What follows belongs to an exercise in optimizing a design on an open flow for small area; a production flow would make more cautious choices.
In this exercise RTL edits were held to simulation tests only and were not proved equivalent to the original.
Power is estimated from default activity; no workload was simulated.

==> flow/design.v <==
`default_nettype none
module of_ao22 (
  input  logic a0, b0, a1, b1,
  output logic y
);
  assign y = (a0 & b0) | (a1 & b1);
endmodule
module of_aoi222 (
  input  logic a0, b0, a1, b1, a2, b2,
  output logic y
);
  assign y = ~((a0 & b0) | (a1 & b1) | (a2 & b2));
endmodule
module of_nand4 (
  input  logic a, b, c, d,
  output logic y
);
  assign y = ~(a & b & c & d);
endmodule
module of_or3 (
  input  logic a, b, c,
  output logic y
);
  assign y = a | b | c;
endmodule
module of_last (
  input  logic y8, y9, a0, b0, a1, b1,
  output logic y
);
  assign y = ~(y8 & y9 & ~((a0 & b0) | (a1 & b1)));
endmodule
module of_nand2 (
  input  logic a, b,
  output logic y
);
  assign y = ~(a & b);
endmodule
module of_nor2 (
  input  logic a, b,
  output logic y
);
  assign y = ~(a | b);
endmodule
module of_sel32 (
  input  logic [31:0] s,
  input  logic [31:0] d,
  output logic        y
);
  logic [9:0]  w_g;
  logic [2:0]  w_h;
  genvar k;
  generate
    for (k = 0; k < 10; k++) begin : g_aoi
      of_aoi222 u_aoi (
        .a0(s[3*k]),   .b0(d[3*k]),
        .a1(s[3*k+1]), .b1(d[3*k+1]),
        .a2(s[3*k+2]), .b2(d[3*k+2]),
        .y(w_g[k])
      );
    end
  endgenerate
  of_nand4 u_n0 (.a(w_g[0]), .b(w_g[1]), .c(w_g[2]),  .d(w_g[3]), .y(w_h[0]));
  of_nand4 u_n1 (.a(w_g[4]), .b(w_g[5]), .c(w_g[6]),  .d(w_g[7]), .y(w_h[1]));
  of_last  u_n2 (.y8(w_g[8]), .y9(w_g[9]),
                 .a0(s[30]), .b0(d[30]), .a1(s[31]), .b1(d[31]), .y(w_h[2]));
  of_or3   u_o  (.a(w_h[0]), .b(w_h[1]), .c(w_h[2]), .y(y));
endmodule
module operand_fetch (
  input  logic        clk,
  input  logic        rst,
  input  logic [31:0] Instruction,
  input  logic        InValid,
  output logic        InReady,
  input  logic        WriteEnable,
  input  logic [4:0]  WriteAddr,
  input  logic [31:0] WriteData,
  output logic [31:0] DR1,
  output logic [31:0] DR2,
  output logic [2:0]  ALUControl,
  output logic [4:0]  DestReg,
  output logic        IllegalOp,
  output logic        OutValid,
  input  logic        OutReady,
  output logic [15:0] IssueCount
);
  logic        r_full;
  logic [31:0] r_regs [1:31];
  logic [31:0] r_dr1;
  logic [31:0] r_dr2;
  logic [2:0]  r_alu_ctrl;
  logic [4:0]  r_dest;
  logic        r_illegal;
  logic [15:0] r_issue_count;
  logic [4:0]  w_rs;
  logic [4:0]  w_rt;
  logic [4:0]  w_rd;
  logic [5:0]  w_funct;
  logic        w_unused;
  logic        w_load;       
  logic        w_hold;       
  logic [2:0]  w_alu_ctrl;
  logic        w_illegal;
  logic [15:0] w_count_inc;
  assign w_rs    = Instruction[25:21];
  assign w_rt    = Instruction[20:16];
  assign w_rd    = Instruction[15:11];
  assign w_funct = Instruction[5:0];
  assign w_unused = ^{Instruction[31:26], Instruction[10:6]};
  assign InReady = !r_full || OutReady;
  assign w_load  = !rst && InValid && InReady;
  assign w_hold  = !rst && !(InValid && InReady);
  always_ff @(posedge clk) begin
    r_full <= !rst && ((InValid && InReady) || (r_full && !OutReady));
  end
  logic [3:0]  w_whi;       
  logic [3:0]  w_nwhi;      
  logic [7:0]  w_wlo;       
  logic [7:0]  w_nwlo;      
  logic [3:0]  w_whir;      
  logic [7:0]  w_wlor;      
  logic [1:0]  w_wr   [1:31];    
  logic [1:0]  w_keep [1:31];    
  logic [31:0] w_reg_nxt [1:31];
  genvar gi, gb, gh;
  generate
    for (gi = 0; gi < 4; gi++) begin : g_whi
      assign w_whi[gi]  = WriteEnable && (WriteAddr[4:3] == gi);
      assign w_nwhi[gi] = !w_whi[gi];
      assign w_whir[gi] = w_whi[gi] || rst;
    end
    for (gi = 0; gi < 8; gi++) begin : g_wlo
      assign w_wlo[gi]  = (WriteAddr[2:0] == gi);
      assign w_nwlo[gi] = !(w_wlo[gi] && !rst);
      assign w_wlor[gi] = w_wlo[gi] || rst;
    end
    for (gi = 1; gi < 32; gi++) begin : g_row
      for (gh = 0; gh < 2; gh++) begin : g_half
        of_nor2  u_wr   (.a(w_nwhi[gi/8]), .b(w_nwlo[gi%8]), .y(w_wr[gi][gh]));
        of_nand2 u_keep (.a(w_whir[gi/8]), .b(w_wlor[gi%8]), .y(w_keep[gi][gh]));
      end
      for (gb = 0; gb < 32; gb++) begin : g_bit
        of_ao22 u_mux (
          .a0(w_wr[gi][gb/16]),   .b0(WriteData[gb]),
          .a1(w_keep[gi][gb/16]), .b1(r_regs[gi][gb]),
          .y(w_reg_nxt[gi][gb])
        );
      end
      always_ff @(posedge clk) begin
        r_regs[gi] <= w_reg_nxt[gi];
      end
    end
  endgenerate
  logic [3:0]  w_nhi1, w_nhi2;   
  logic [7:0]  w_nlo1, w_nlo2;   
  logic [31:0] w_s1 [2], w_s2 [2];
  logic [31:0] w_n1, w_n2;
  logic        w_acc;
  assign w_acc = InValid && InReady;
  generate
    for (gi = 0; gi < 4; gi++) begin : g_rhi
      assign w_nhi1[gi] = !(w_rs[4:3] == gi);
      assign w_nhi2[gi] = !(w_rt[4:3] == gi);
    end
    for (gi = 0; gi < 8; gi++) begin : g_rlo
      assign w_nlo1[gi] = !(w_load && (w_rs[2:0] == gi));
      assign w_nlo2[gi] = !(w_load && (w_rt[2:0] == gi));
    end
    for (gh = 0; gh < 2; gh++) begin : g_shalf
      for (gi = 1; gi < 32; gi++) begin : g_sel
        of_nor2 u_s1 (.a(w_nhi1[gi/8]), .b(w_nlo1[gi%8]), .y(w_s1[gh][gi]));
        of_nor2 u_s2 (.a(w_nhi2[gi/8]), .b(w_nlo2[gi%8]), .y(w_s2[gh][gi]));
      end
      of_nor2 u_h1 (.a(rst), .b(w_acc), .y(w_s1[gh][0]));
      of_nor2 u_h2 (.a(rst), .b(w_acc), .y(w_s2[gh][0]));
    end
  endgenerate
  generate
    for (gb = 0; gb < 32; gb++) begin : g_rd
      logic [31:0] w_d1, w_d2;
      assign w_d1[0] = r_dr1[gb];
      assign w_d2[0] = r_dr2[gb];
      for (gi = 1; gi < 32; gi++) begin : g_col
        assign w_d1[gi] = w_reg_nxt[gi][gb];
        assign w_d2[gi] = w_reg_nxt[gi][gb];
      end
      of_sel32 u_sel1 (.s(w_s1[gb/16]), .d(w_d1), .y(w_n1[gb]));
      of_sel32 u_sel2 (.s(w_s2[gb/16]), .d(w_d2), .y(w_n2[gb]));
    end
  endgenerate
  always_comb begin
    w_alu_ctrl = 3'b000;
    w_illegal  = 1'b0;
    case (w_funct)
      6'h20:   w_alu_ctrl = 3'b001;
      6'h22:   w_alu_ctrl = 3'b010;
      6'h2A:   w_alu_ctrl = 3'b011;
      6'h24:   w_alu_ctrl = 3'b100;
      6'h25:   w_alu_ctrl = 3'b101;
      6'h26:   w_alu_ctrl = 3'b110;
      6'h27:   w_alu_ctrl = 3'b111;
      default: w_illegal  = 1'b1;
    endcase
  end
  assign w_count_inc = r_issue_count + 16'd1;
  always_ff @(posedge clk) begin
    r_dr1         <= w_n1;
    r_dr2         <= w_n2;
    r_alu_ctrl    <= ({3{w_load}} & w_alu_ctrl)  | ({3{w_hold}} & r_alu_ctrl);
    r_dest        <= ({5{w_load}} & w_rd)        | ({5{w_hold}} & r_dest);
    r_illegal     <= (w_load & w_illegal)        | (w_hold & r_illegal);
    r_issue_count <= ({16{w_load}} & w_count_inc) | ({16{w_hold}} & r_issue_count);
  end
  assign OutValid   = r_full;
  assign DR1        = r_dr1;
  assign DR2        = r_dr2;
  assign ALUControl = r_alu_ctrl;
  assign DestReg    = r_dest;
  assign IllegalOp  = r_illegal;
  assign IssueCount = r_issue_count;
endmodule
`default_nettype wire
export LEC_CHECK = 0
export CAP_MARGIN = 15
export CORE_MARGIN = 2
export CORE_UTILIZATION = 58
export GPL_TIMING_DRIVEN = 0
export SLEW_MARGIN = 15
export SYNTH_HIERARCHICAL = 1
export SYNTH_MINIMUM_KEEP_SIZE = 0
export BUFFER_PORTS_ARGS = -buffer_cell sky130_fd_sc_hd__buf_1
export CTS_ARGS = -sink_clustering_enable -repair_clock_nets -dont_use_dummy_load -buf_list {sky130_fd_sc_hd__clkbuf_4} -sink_clustering_size 8 -sink_clustering_max_diameter 40
create_clock -name core_clock -period 5.0 [get_ports {clk}]
standard.sh (not shown) runs the stock make flow with config.mk's settings and CLKGATE_MAP_FILE= SYNTH_SCRIPT=/design/flow/synth_recipe.tcl, a recipe that flattens the netlist after the stock synthesis.
==> flow/flow/run.sh <==
#!/bin/bash
# Standard layout with smaller port buffers and no CTS dummy loads.
set -e
cp "$FLOW_CONFIG" config.orig.mk
cat >> "$FLOW_CONFIG" <<'EOC'
export DONT_USE_CELLS += sky130_fd_sc_hd__buf_8 sky130_fd_sc_hd__buf_12 sky130_fd_sc_hd__buf_16 sky130_fd_sc_hd__bufbuf_8 sky130_fd_sc_hd__bufbuf_16
export BUFFER_PORTS_ARGS = -buffer_cell sky130_fd_sc_hd__buf_1
export CTS_ARGS = -sink_clustering_enable -repair_clock_nets -dont_use_dummy_load -buf_list {sky130_fd_sc_hd__clkbuf_4} -sink_clustering_size 8 -sink_clustering_max_diameter 40
EOC

bash standard.sh finish > standard.log 2>&1
The baseline reached the layout checks and failed them: setup timing.
==> next run, changes <==
--- a/flow/config.mk
+++ b/flow/config.mk
@@ -10 +10 @@
-export CORE_UTILIZATION = 58
+export CORE_UTILIZATION = 52
The new run ran to the end with violations: setup timing.
Fmax came out higher slightly.
Count of clock-buffer cells in the layout came out higher by 5.
Hold slack improved by 33 ps.
Die area came out higher by roughly a tenth.
Combinational power came out higher slightly.
Routed wire length came out higher by a few percent.
Flip-flop and latch count is unchanged.
Cell area came out higher slightly.
Non-clock buffer count came out higher by 13.
Final cell count came out higher by a few percent.
Worst setup slack improved by 31 ps.
==> next run, changes <==
--- a/flow/config.mk
+++ b/flow/config.mk
@@ -10 +10 @@
-export CORE_UTILIZATION = 52
+export CORE_UTILIZATION = 58
@@ -11,0 +12 @@
+export SETUP_SLACK_MARGIN = 1.0
This time the run reached the layout checks and failed them: capacitance limit, slew limit.
Non-clock buffer count goes down by 4.
Hold slack is worse by 20 ps.
First-iteration DRC count increases by about a fifth.
Clock skew drops by 15 ps.
Die area went down by roughly a tenth.
Core utilization climbs by 6.4 points.
==> next run, changes <==
--- a/flow/config.mk
+++ b/flow/config.mk
@@ -11,2 +11 @@
-export GPL_TIMING_DRIVEN = 0
-export SETUP_SLACK_MARGIN = 1.0
+export GPL_TIMING_DRIVEN = 1
=>
- This time the run ran to the end with no violations
- final cell count rose by 2.9%
- die area does not change
- clock skew decreases by 27 ps
- design area hardly moves
- first-iteration DRC count shrinks by 4.1%
- power hardly moves

static timing again, ports no longer ideal:
No port has a modelled driver above. Below, the same layouts with a new extraction and two added sets of constraints. Step 1, drivers: a clkbuf_16 drives clk and a buf_2 each remaining input, both assumed. Step 2 adds t to the input delays and takes it off the output delays; t is the mean of the earliest and latest rising clock arrival at the registers after step 1. Input paths then give back, and output paths get back, about the clock's delay inside the block. Slacks: ideal / step 1 / step 2; pairs: ideal / step 1.
run | t (ns) | slack for setup (ns) | worst setup path after step 2 | clock arrival spread, ns | worst register clock-pin slew, ns
the first run | 1.045 | -0.078 / -0.043 / -1.088 | input to register | 0.128 / 0.128 | 0.10 / 0.10
the second run | 1.076 | -0.046 / -0.003 / -1.079 | input to register | 0.126 / 0.126 | 0.10 / 0.10
the third run | 1.038 | 0.767 / 0.800 / -0.238 | input to register | 0.124 / 0.124 | 0.10 / 0.10
the fourth run | 1.054 | 0.902 / 0.949 / -0.105 | input to register | 0.105 / 0.106 | 0.10 / 0.10
The setup slack of the second run, which loses most, moves by +0.043 ns with the drivers and by -1.033 ns with both steps.
